From an optimization exercise on the open Yosys and OpenROAD flow, aimed at small area, a short achievable clock period and few clock cycles per item; shortcuts taken in it are not production practice.
The RTL was checked by simulation tests, not by an equivalence proof against the original design.
Power figures rest on the tool's default switching activity, not on a simulated workload.

==> inputs of run M <==
## touch_edge_suppression_filter_core
module touch_edge_suppression_filter_core (
   input  wire logic        clock,
   input  wire logic        reset,
   input  wire logic        req_valid,
   output logic             req_ready,
   input  wire logic        req_operation,
   input  wire logic [3:0]  req_finger,
   input  wire logic [15:0] req_pos_x,
   input  wire logic [15:0] req_pos_y,
   input  wire logic [15:0] req_major_axis,
   input  wire logic [15:0] req_touch_pressure,
   output logic             rsp_valid,
   input  wire logic        rsp_ready,
   output logic             rsp_suppressed,
   output logic [3:0]       rsp_out_finger,
   output logic [15:0]      rsp_out_x,
   output logic [15:0]      rsp_out_y,
   output logic [15:0]      rsp_out_major,
   output logic [15:0]      rsp_out_pressure,
   input  wire logic        csr_valid,
   output logic             csr_ready,
   input  wire logic [2:0]  csr_index,
   input  wire logic [15:0] csr_data
);
   localparam int F = 10;
   logic [15:0] ew_ff, eh_ff, sw_ff, sh_ff;
   logic [7:0]  mt_ff;
   logic signed [17:0] swe_ff, she_ff;    
   always_ff @(posedge clock) begin
      if (reset) begin
         ew_ff <= '0; eh_ff <= '0; mt_ff <= '0; sw_ff <= '1; sh_ff <= '1;
      end else if (csr_valid) begin
         case (csr_index)
            3'd0: ew_ff <= csr_data;
            3'd1: eh_ff <= csr_data;
            3'd2: mt_ff <= csr_data[7:0];
            3'd3: sw_ff <= csr_data;
            3'd4: sh_ff <= csr_data;
            default: ;
         endcase
      end
   end
   logic signed [17:0] sw_s, sh_s, ew_s, eh_s;
   assign sw_s = {2'b0, sw_ff};
   assign sh_s = {2'b0, sh_ff};
   assign ew_s = {2'b0, ew_ff};
   assign eh_s = {2'b0, eh_ff};
   always_ff @(posedge clock) begin
      swe_ff <= sw_s - ew_s;
      she_ff <= sh_s - eh_s;
   end
   assign csr_ready = 1'b1;
   logic [63:0]  so_ff [F];    
   logic [63:0]  sn_ff [F];
   logic [1:0]   cnt_ff [F];
   logic [F-1:0] rel_ff;
   logic        s_valid, s_op;
   logic [3:0]  s_f;
   logic [63:0] s_p;
   logic        q1_valid, q1_op;
   logic [3:0]  q1_f;
   logic [F-1:0] e_oh;    
   logic [63:0] q1_p;
  ...
clock: 5.0 ns
lec_check: 0
abc_clock_period_in_ps: 3000
cap_margin: 20
core_margin: 2
core_utilization: 60
place_density: 0.72
setup_slack_margin: 1.7
slew_margin: 20
run.sh (not shown) runs the stock make flow with config.mk's settings and CLKGATE_MAP_FILE= SYNTH_SCRIPT=/design/flow/synth_recipe.tcl, a recipe that flattens the netlist after the stock synthesis.
==> inputs of run A, as changes to run M <==
--- a/flow/design.v
+++ b/flow/design.v
@@ -58,27 +58,25 @@
    logic        s_valid, s_op;
    logic [3:0]  s_f;
    logic [63:0] s_p;
    logic        q1_valid, q1_op;
    logic [3:0]  q1_f;
-   logic [F-1:0] e_oh;    
+   logic [F-1:0] q1_oh, q2_oh, e_oh;    
    logic [63:0] q1_p;
    logic [15:0] q1_ox, q1_oy, q1_nx, q1_ny;
    logic        q2_valid, q2_op, q2_zone;
    logic [3:0]  q2_f;
    logic [63:0] q2_p;
    logic [15:0] q2_ax1, q2_ay1, q2_ax2, q2_ay2;    
    logic        q2_nx1, q2_ny1, q2_nx2, q2_ny2;    
-   logic [10:0] q2_dx3, q2_dy3;
+   logic [17:0] q2_dx3, q2_dy3;
    logic        e_valid, e_op, e_zone, e_mov, e_res, e_agf, e_rel;
    logic [1:0]  e_cnt;
    logic [3:0]  e_f;
    logic [63:0] e_p;
    logic [15:0] e_a1, e_b1, e_a2, e_b2;
-   logic [31:0] ws1, ws2;           
-   logic        d_load, d_step;     
-   logic [3:0]  e_k1, e_k2;    
+   logic [3:0]  e_ma1, e_mb1, e_ma2, e_mb2;    
    logic        rspv_ff, rsp_sup_ff;
    logic [3:0]  rsp_f_ff;
    logic [63:0] rsp_d_ff;
    logic e_fire, e_in, q2_in, q1_in;
    assign e_in   = !e_valid || e_fire;
@@ -139,10 +137,11 @@
       if (reset) q1_valid <= 1'b0;
       else if (q1_in) q1_valid <= a_valid;
       if (q1_in) begin
          q1_op <= a_op;
          q1_f  <= a_f;
+         q1_oh <= a_oh;
          q1_p  <= a_p;
          q1_ox <= a_ox; q1_oy <= a_oy; q1_nx <= a_nx; q1_ny <= a_ny;
       end
    end
    function automatic logic [16:0] absdiff(input logic [15:0] a, input logic [15:0] b);
@@ -162,37 +161,35 @@
    logic signed [17:0] dx3, dy3, sqx, sqy;
    assign sqx = {2'b0, qx};
    assign sqy = {2'b0, qy};
    assign dx3 = sqx - {2'b0, q1_nx};
    assign dy3 = sqy - {2'b0, q1_ny};
-   function automatic logic [10:0] pack3(input logic [17:0] d);
-      pack3 = {d[17], |d[16:8], ~&d[16:8], d[7:0]};
-   endfunction
    logic q1_zone;
    assign q1_zone = ((qx < ew_ff) || (swe_ff < sqx)) && (she_ff < sqy);
    always_ff @(posedge clock) begin
       if (reset) q2_valid <= 1'b0;
       else if (q2_in) q2_valid <= q1_valid;
       if (q2_in) begin
          q2_op   <= q1_op;
          q2_f    <= q1_f;
+         q2_oh   <= q1_oh;
          q2_p    <= q1_p;
          q2_zone <= q1_zone;
          {q2_nx1, q2_ax1} <= ad_x1;
          {q2_ny1, q2_ay1} <= ad_y1;
          {q2_nx2, q2_ax2} <= ad_x2;
          {q2_ny2, q2_ay2} <= ad_y2;
-         q2_dx3 <= pack3(dx3); q2_dy3 <= pack3(dy3);
+         q2_dx3 <= dx3; q2_dy3 <= dy3;
       end
    end
-   function automatic logic gt_l(input logic [10:0] d, input logic [7:0] l);
-      gt_l = !d[10] && (d[9] || (d[7:0] > l));
+   function automatic logic gt_l(input logic [17:0] d, input logic [7:0] l);
+      gt_l = !d[17] && ((|d[16:8]) || (d[7:0] > l));
    endfunction
-   function automatic logic lt_nl(input logic [10:0] d, input logic [7:0] l);
-      logic [7:0] nd;
-      nd = ~d[7:0];   
-      lt_nl = d[10] && (d[8] || (nd >= l));
+   function automatic logic lt_nl(input logic [17:0] d, input logic [7:0] l);
+      logic [17:0] nd;
+      nd = ~d;        
+      lt_nl = d[17] && ((|nd[16:8]) || (nd[7:0] >= l));
    endfunction
    function automatic logic mag_gt(input logic [15:0] m, input logic [7:0] l);
       mag_gt = (|m[15:8]) || (m[7:0] > l);
    endfunction
    logic p1, n1, p3, n3;
@@ -219,14 +216,10 @@
       else if (sg1 != sg2) q2_agf = 1'b0;
       else q2_res = 1'b0;
    end
    logic [1:0] q2_cnt, nx_cnt;
    logic       q2_rel, nx_rel, q2_fwd;
-   logic [F-1:0] q2_oh;
-   always_comb begin
-      for (int i = 0; i < F; i++) q2_oh[i] = (q2_f == 4'(i));
-   end
    always_comb begin
       q2_cnt = '0; q2_rel = 1'b0;
       for (int i = 0; i < F; i++) begin
          if (q2_oh[i]) begin
             q2_cnt = q2_cnt | cnt_ff[i]; q2_rel = q2_rel | rel_ff[i];
@@ -250,25 +243,19 @@
          e_p    <= q2_p;
          e_zone <= q2_zone;
          e_mov  <= q2_mov;
          e_res  <= q2_res;
          e_agf  <= q2_agf;
-         e_k1   <= msb16(q2_ay1) - msb16(q2_ax1);
-         e_k2   <= msb16(q2_ay2) - msb16(q2_ax2);
+         e_ma1  <= msb16(q2_ay1);
+         e_mb1  <= msb16(q2_ax1);
+         e_ma2  <= msb16(q2_ay2);
+         e_mb2  <= msb16(q2_ax2);
+         e_a1   <= q2_ay1;
          e_b1   <= q2_ax1;
+         e_a2   <= q2_ay2;
          e_b2   <= q2_ax2;
       end
-      if (e_in) begin
-         e_a1 <= q2_ay1;
-         e_a2 <= q2_ay2;
-      end else if (d_load) begin
-         e_a1 <= ws1[15:0];
-         e_a2 <= ws2[15:0];
-      end else if (d_step) begin
-         e_a1 <= {e_a1[14:0], 1'b0};
-         e_a2 <= {e_a2[14:0], 1'b0};
-      end
    end
    logic        e_vf;
    logic [63:0] e_old;
    always_comb begin
       e_old = '0;
@@ -333,29 +320,31 @@
    end
    assign rsp_valid = rspv_ff;
    assign rsp_suppressed = rsp_sup_ff;
    assign rsp_out_finger = rsp_f_ff;
    assign {rsp_out_x, rsp_out_y, rsp_out_major, rsp_out_pressure} = rsp_d_ff;
+   logic [15:0] d1, d2;                
    logic signed [17:0] r1, r2;         
    logic [4:0]  d_n;                   
    logic        d_have;                
+   logic [31:0] ws1, ws2;
    logic signed [17:0] r1s, r2s, b1s, b2s, r1n, r2n;
    logic        done_now, agree_now;
-   logic [3:0]  e_kk;
+   logic [3:0]  k1, k2, e_kk;
    logic        e_far;
-   assign e_kk  = (e_k1 > e_k2) ? e_k1 : e_k2;
-   assign e_far = (e_k1 > e_k2) ? (e_k1 - e_k2 > 4'd1) : (e_k2 - e_k1 > 4'd1);
+   assign k1 = e_ma1 - e_mb1;
+   assign k2 = e_ma2 - e_mb2;
+   assign e_kk  = (k1 > k2) ? k1 : k2;
+   assign e_far = (k1 > k2) ? (k1 - k2 > 4'd1) : (k2 - k1 > 4'd1);
    assign ws1 = {16'b0, e_a1} << (4'd15 - e_kk);
    assign ws2 = {16'b0, e_a2} << (4'd15 - e_kk);
    assign b1s = {2'b0, e_b1};
    assign b2s = {2'b0, e_b2};
-   assign r1s = {r1[16:0], e_a1[15]};
-   assign r2s = {r2[16:0], e_a2[15]};
+   assign r1s = {r1[16:0], d1[15]};
+   assign r2s = {r2[16:0], d2[15]};
    assign r1n = r1[17] ? r1s + b1s : r1s - b1s;
    assign r2n = r2[17] ? r2s + b2s : r2s - b2s;
-   assign d_load    = e_valid && slope && !e_res && !d_busy && !d_done && !e_far;
-   assign d_step    = d_busy && !done_now;
    assign done_now  = d_busy && ((d_have && (r1[17] != r2[17])) || d_n == '0);
    assign agree_now = (r1[17] == r2[17]);
    assign d_fin     = d_done || done_now;
    assign d_agree_c = d_done ? d_agree : agree_now;
    always_ff @(posedge clock) begin
@@ -370,17 +359,21 @@
          end else begin
             d_busy <= 1'b1;
             d_have <= 1'b0;
             r1  <= {2'b0, ws1[31:16]};
             r2  <= {2'b0, ws2[31:16]};
+            d1  <= ws1[15:0];
+            d2  <= ws2[15:0];
             d_n <= {1'b0, e_kk} + 5'd1;
          end
       end else if (d_busy) begin
          if (done_now) begin
             d_busy <= 1'b0; d_done <= 1'b1; d_agree <= agree_now;
          end else begin
             r1 <= r1n; r2 <= r2n;
+            d1 <= {d1[14:0], 1'b0};
+            d2 <= {d2[14:0], 1'b0};
             d_n <= d_n - 5'd1;
             d_have <= 1'b1;
          end
       end
    end
CORE_UTILIZATION = 40   (was 60)
PLACE_DENSITY = 0.6   (was 0.72)
SETUP_SLACK_MARGIN = 1.6   (was 1.7)
==> inputs of run B, as changes to run M <==
--- a/flow/design.v
+++ b/flow/design.v
@@ -53,13 +53,10 @@
    assign csr_ready = 1'b1;
    logic [63:0]  so_ff [F];    
    logic [63:0]  sn_ff [F];
    logic [1:0]   cnt_ff [F];
    logic [F-1:0] rel_ff;
-   logic        s_valid, s_op;
-   logic [3:0]  s_f;
-   logic [63:0] s_p;
    logic        q1_valid, q1_op;
    logic [3:0]  q1_f;
    logic [F-1:0] e_oh;    
    logic [63:0] q1_p;
    logic [15:0] q1_ox, q1_oy, q1_nx, q1_ny;
@@ -68,10 +65,12 @@
    logic [63:0] q2_p;
    logic [15:0] q2_ax1, q2_ay1, q2_ax2, q2_ay2;    
    logic        q2_nx1, q2_ny1, q2_nx2, q2_ny2;    
    logic [10:0] q2_dx3, q2_dy3;
    logic        e_valid, e_op, e_zone, e_mov, e_res, e_agf, e_rel;
+   logic        e_blk;     
+   logic        fin_ff;    
    logic [1:0]  e_cnt;
    logic [3:0]  e_f;
    logic [63:0] e_p;
    logic [15:0] e_a1, e_b1, e_a2, e_b2;
    logic [31:0] ws1, ws2;           
@@ -82,28 +81,18 @@
    logic [63:0] rsp_d_ff;
    logic e_fire, e_in, q2_in, q1_in;
    assign e_in   = !e_valid || e_fire;
    assign q2_in  = !q2_valid || e_in;
    assign q1_in  = !q1_valid || q2_in;
-   assign req_ready = !s_valid;
+   assign req_ready = q1_in && !csr_valid;
    logic        a_valid, a_op;
    logic [3:0]  a_f;
    logic [63:0] a_p;
-   assign a_valid = s_valid || req_valid;
-   assign a_op    = s_valid ? s_op : req_operation;
-   assign a_f     = s_valid ? s_f  : req_finger;
-   assign a_p     = s_valid ? s_p  : {req_pos_x, req_pos_y, req_major_axis, req_touch_pressure};
-   always_ff @(posedge clock) begin
-      if (reset) s_valid <= 1'b0;
-      else if (q1_in) s_valid <= 1'b0;
-      else if (req_valid && !s_valid) s_valid <= 1'b1;
-      if (!s_valid) begin
-         s_op <= req_operation;
-         s_f  <= req_finger;
-         s_p  <= {req_pos_x, req_pos_y, req_major_axis, req_touch_pressure};
-      end
-   end
+   assign a_valid = req_valid && !csr_valid;
+   assign a_op    = req_operation;
+   assign a_f     = req_finger;
+   assign a_p     = {req_pos_x, req_pos_y, req_major_axis, req_touch_pressure};
    logic [15:0] a_ox, a_oy, a_nx, a_ny, r_ox, r_oy, r_nx, r_ny;
    logic        m1, m2, m3;
    logic [F-1:0] a_oh;
    always_comb begin
       for (int i = 0; i < F; i++) a_oh[i] = (a_f == 4'(i));
@@ -143,15 +132,58 @@
          q1_f  <= a_f;
          q1_p  <= a_p;
          q1_ox <= a_ox; q1_oy <= a_oy; q1_nx <= a_nx; q1_ny <= a_ny;
       end
    end
+   function automatic logic [17:0] add18(input logic [17:0] a, input logic [17:0] b,
+                                        input logic cin);
+      logic [17:0] g, p, gg, pp;
+      g = a & b;
+      p = a ^ b;
+      g[0] = g[0] | (p[0] & cin);    
+      gg = g; pp = p;
+      for (int l = 0; l < 5; l++) begin
+         logic [17:0] ng, np;
+         ng = gg; np = pp;
+         for (int i = 0; i < 18; i++) begin
+            if (((i >> l) & 1) == 1) begin
+               ng[i] = gg[i] | (pp[i] & gg[((i >> l) << l) - 1]);
+               np[i] = pp[i] & pp[((i >> l) << l) - 1];
+            end
+         end
+         gg = ng; pp = np;
+      end
+      add18[0] = p[0] ^ cin;
+      for (int i = 1; i < 18; i++) add18[i] = p[i] ^ gg[i-1];
+   endfunction
    function automatic logic [16:0] absdiff(input logic [15:0] a, input logic [15:0] b);
-      logic [16:0] p, n;
-      p = {1'b0, a} - {1'b0, b};
-      n = {1'b0, b} - {1'b0, a};
-      absdiff = p[16] ? {1'b1, n[15:0]} : {1'b0, p[15:0]};
+      logic [15:0] g, p, gg, pp, s0, s1;
+      logic        gt;
+      for (int i = 0; i < 16; i++) begin
+         g[i] = a[i] & ~b[i];
+         p[i] = a[i] ^ ~b[i];
+      end
+      gg = g; pp = p;
+      for (int l = 0; l < 4; l++) begin
+         logic [15:0] ng, np;
+         ng = gg; np = pp;
+         for (int i = 0; i < 16; i++) begin
+            if (((i >> l) & 1) == 1) begin
+               ng[i] = gg[i] | (pp[i] & gg[((i >> l) << l) - 1]);
+               np[i] = pp[i] & pp[((i >> l) << l) - 1];
+            end
+         end
+         gg = ng; pp = np;
+      end
+      s0[0] = p[0];
+      s1[0] = ~p[0];
+      for (int i = 1; i < 16; i++) begin
+         s0[i] = p[i] ^ gg[i-1];
+         s1[i] = p[i] ^ (gg[i-1] | pp[i-1]);
+      end
+      gt = gg[15];
+      absdiff = gt ? {1'b0, s1} : {1'b1, ~s0};
    endfunction
    logic [16:0] ad_x1, ad_y1, ad_x2, ad_y2;
    logic [15:0] qx, qy;
    assign qx = q1_p[63:48];
    assign qy = q1_p[47:32];
@@ -160,12 +192,12 @@
    assign ad_x2 = absdiff(qx, q1_ox);
    assign ad_y2 = absdiff(qy, q1_oy);
    logic signed [17:0] dx3, dy3, sqx, sqy;
    assign sqx = {2'b0, qx};
    assign sqy = {2'b0, qy};
-   assign dx3 = sqx - {2'b0, q1_nx};
-   assign dy3 = sqy - {2'b0, q1_ny};
+   assign dx3 = add18(sqx, ~{2'b0, q1_nx}, 1'b1);
+   assign dy3 = add18(sqy, ~{2'b0, q1_ny}, 1'b1);
    function automatic logic [10:0] pack3(input logic [17:0] d);
       pack3 = {d[17], |d[16:8], ~&d[16:8], d[7:0]};
    endfunction
    logic q1_zone;
    assign q1_zone = ((qx < ew_ff) || (swe_ff < sqx)) && (she_ff < sqy);
@@ -190,19 +222,28 @@
    function automatic logic lt_nl(input logic [10:0] d, input logic [7:0] l);
       logic [7:0] nd;
       nd = ~d[7:0];   
       lt_nl = d[10] && (d[8] || (nd >= l));
    endfunction
+   function automatic logic [3:0] msb16(input logic [15:0] v);
+      msb16 = '0;
+      for (int i = 0; i < 16; i++) if (v[i]) msb16 = 4'(i);
+   endfunction
    function automatic logic mag_gt(input logic [15:0] m, input logic [7:0] l);
       mag_gt = (|m[15:8]) || (m[7:0] > l);
    endfunction
    logic p1, n1, p3, n3;
    assign p1 = (!q2_nx1 && mag_gt(q2_ax1, mt_ff)) || (!q2_ny1 && mag_gt(q2_ay1, mt_ff));
    assign n1 = ( q2_nx1 && mag_gt(q2_ax1, mt_ff)) || ( q2_ny1 && mag_gt(q2_ay1, mt_ff));
    assign p3 = gt_l(q2_dx3, mt_ff) || gt_l(q2_dy3, mt_ff);
    assign n3 = lt_nl(q2_dx3, mt_ff) || lt_nl(q2_dy3, mt_ff);
-   logic q2_mov, q2_res, q2_agf, zx1, zx2, z1, z2, sg1, sg2;
+   logic q2_mov, q2_res, q2_agf, zx1, zx2, z1, z2, sg1, sg2, o1, o2;
+   assign o1 = ({1'b0, q2_ay1} < {q2_ax1, 1'b0});
+   assign o2 = ({1'b0, q2_ay2} < {q2_ax2, 1'b0});
+   logic [3:0] q2_k1, q2_k2;
+   assign q2_k1  = msb16(q2_ay1) - msb16(q2_ax1);
+   assign q2_k2  = msb16(q2_ay2) - msb16(q2_ax2);
    assign q2_mov = (p1 && p3) || (n1 && n3);
    assign zx1 = (q2_ax1 == '0);
    assign zx2 = (q2_ax2 == '0);
    assign z1  = (q2_ay1 < q2_ax1);
    assign z2  = (q2_ay2 < q2_ax2);
@@ -215,10 +256,12 @@
       else if (zx1) q2_agf = z2;
       else if (zx2) q2_agf = z1;
       else if (z1 && z2) q2_agf = 1'b1;
       else if (z1 || z2) q2_agf = 1'b0;
       else if (sg1 != sg2) q2_agf = 1'b0;
+      else if (o1 && o2) q2_agf = 1'b1;       
+      else if (o1 || o2) q2_agf = 1'b0;
       else q2_res = 1'b0;
    end
    logic [1:0] q2_cnt, nx_cnt;
    logic       q2_rel, nx_rel, q2_fwd;
    logic [F-1:0] q2_oh;
@@ -232,30 +275,32 @@
             q2_cnt = q2_cnt | cnt_ff[i]; q2_rel = q2_rel | rel_ff[i];
          end
       end
    end
    assign q2_fwd = e_valid && (e_f == q2_f);
-   function automatic logic [3:0] msb16(input logic [15:0] v);
-      msb16 = '0;
-      for (int i = 0; i < 16; i++) if (v[i]) msb16 = 4'(i);
-   endfunction
+   logic [1:0] q2_cnt_n;
+   logic       q2_rel_n;
+   assign q2_cnt_n = q2_fwd ? nx_cnt : q2_cnt;
+   assign q2_rel_n = q2_fwd ? nx_rel : q2_rel;
    always_ff @(posedge clock) begin
       if (reset) e_valid <= 1'b0;
       else if (e_in) e_valid <= q2_valid;
       if (e_in) begin
          e_op   <= q2_op;
          e_f    <= q2_f;
          e_oh   <= q2_oh;
-         e_cnt  <= q2_fwd ? nx_cnt : q2_cnt;
-         e_rel  <= q2_fwd ? nx_rel : q2_rel;
+         e_cnt  <= q2_cnt_n;
+         e_rel  <= q2_rel_n;
+         e_blk  <= (q2_f < 4'd10) && !q2_op && !q2_rel_n && q2_zone && (q2_cnt_n == 2'd2)
+                   && q2_mov && !q2_res;
          e_p    <= q2_p;
          e_zone <= q2_zone;
          e_mov  <= q2_mov;
          e_res  <= q2_res;
          e_agf  <= q2_agf;
-         e_k1   <= msb16(q2_ay1) - msb16(q2_ax1);
-         e_k2   <= msb16(q2_ay2) - msb16(q2_ax2);
+         e_k1   <= q2_k1;
+         e_k2   <= q2_k2;
          e_b1   <= q2_ax1;
          e_b2   <= q2_ax2;
       end
       if (e_in) begin
          e_a1 <= q2_ay1;
@@ -283,11 +328,11 @@
    assign check     = e_vf && !e_op && !e_rel;
    assign full      = (e_cnt == 2'd2);
    assign slope     = check && e_zone && full && e_mov;
    assign agree     = e_res ? e_agf : d_agree_c;
    assign hold      = check && e_zone && !(slope && agree);
-   assign need_wait = slope && !e_res && !d_fin;
+   assign need_wait = e_blk && !fin_ff;       
    assign rsp_ok    = !rspv_ff || rsp_ready;
    assign e_fire    = e_valid && !need_wait && rsp_ok;
    always_comb begin
       nx_cnt = e_cnt; nx_rel = e_rel;
       if (e_op) begin
@@ -348,34 +393,41 @@
    assign ws2 = {16'b0, e_a2} << (4'd15 - e_kk);
    assign b1s = {2'b0, e_b1};
    assign b2s = {2'b0, e_b2};
    assign r1s = {r1[16:0], e_a1[15]};
    assign r2s = {r2[16:0], e_a2[15]};
-   assign r1n = r1[17] ? r1s + b1s : r1s - b1s;
-   assign r2n = r2[17] ? r2s + b2s : r2s - b2s;
+   assign r1n = add18(r1s, r1[17] ? b1s : ~b1s, !r1[17]);
+   assign r2n = add18(r2s, r2[17] ? b2s : ~b2s, !r2[17]);
    assign d_load    = e_valid && slope && !e_res && !d_busy && !d_done && !e_far;
    assign d_step    = d_busy && !done_now;
    assign done_now  = d_busy && ((d_have && (r1[17] != r2[17])) || d_n == '0);
    assign agree_now = (r1[17] == r2[17]);
    assign d_fin     = d_done || done_now;
    assign d_agree_c = d_done ? d_agree : agree_now;
    always_ff @(posedge clock) begin
+      if (reset || e_fire) fin_ff <= 1'b0;
+      else if (d_load) fin_ff <= 1'b0;
+      else if (e_valid && slope && !e_res && !d_busy && !d_done) fin_ff <= 1'b1;    
+      else if (d_busy) begin
+         if (done_now) fin_ff <= 1'b1;
+         else fin_ff <= (d_n == 5'd1);
+      end
+   end
+   always_ff @(posedge clock) begin
       if (reset || e_fire) begin
          d_busy <= 1'b0;
          d_done <= 1'b0;
          d_agree <= 1'b0;
-      end else if (e_valid && slope && !e_res && !d_busy && !d_done) begin
-         if (e_far) begin
-            d_done <= 1'b1;
-            d_agree <= 1'b0;
-         end else begin
-            d_busy <= 1'b1;
-            d_have <= 1'b0;
-            r1  <= {2'b0, ws1[31:16]};
-            r2  <= {2'b0, ws2[31:16]};
-            d_n <= {1'b0, e_kk} + 5'd1;
-         end
+      end else if (e_valid && slope && !e_res && !d_busy && !d_done && e_far) begin
+         d_done <= 1'b1;
+         d_agree <= 1'b0;
+      end else if (d_load) begin
+         d_busy <= 1'b1;
+         d_have <= 1'b0;
+         r1  <= {2'b0, ws1[31:16]};
+         r2  <= {2'b0, ws2[31:16]};
+         d_n <= {1'b0, e_kk} + 5'd1;
       end else if (d_busy) begin
          if (done_now) begin
             d_busy <= 1'b0; d_done <= 1'b1; d_agree <= agree_now;
          end else begin
             r1 <= r1n; r2 <= r2n;
==> notes <==
- Routed wire length: run A > run M > run B.
- Register-to-register slack, highest first: run B, run M, run A.
- In run M the critical path depth is lower than in run A, by 4.
- Total power: run A > run M > run B.
- The lowest utilization belongs to run A, the highest to run M.
- Of run M and run A, run M has the higher count of clock-buffer cells in the layout (gap 15).
- Synthesized area: run B < run M < run A.
- In run B the global-route usage is higher than in run A, by 9.5 points.
- The highest synthesized cell count belongs to run M, the lowest to run B.
Testbench counts of run M, summed over its fixed seeds: cycles 12,978, items 12,020.
Testbench counts of run A, summed over its fixed seeds: cycles 12,978, items 12,020.
Testbench counts of run B, summed over its fixed seeds: cycles 12,717, items 12,020.

-- static timing again, ports no longer ideal --
How much do the figures lean on ideal ports? The routed layouts below were timed once more, with nothing changed but the port constraints.
Step 1 assumes that a clkbuf_16 drives the clock port and a buf_2 every other input.
Step 2 adds t to the input delays and takes it off the output delays; t is the mean of the earliest and latest rising clock arrival at the registers after step 1. Input paths then give back, and output paths get back, about the clock's delay inside the block.
Three values: ideal, step 1, step 2; two values: the first two.
| run | shift t [ns] | setup WS [ns] | worst setup path at the end | clock arrival spread, ns | cell pins on the clock port's net |
|---|---|---|---|---|---|
| run M | 0.922 | 1.502 / 1.502 / 0.863 | input to register | 0.069 / 0.070 | 1 |
| run A | 0.976 | 1.054 / 1.054 / 0.518 | input to register | 0.111 / 0.111 | 1 |
| run B | 0.915 | 1.565 / 1.565 / 0.703 | input to register | 0.071 / 0.071 | 1 |
After both steps setup and hold are still met in every run listed. For run B, which loses most, drivers alone change the setup slack by 0.000 ns; drivers and shift together by -0.862 ns.
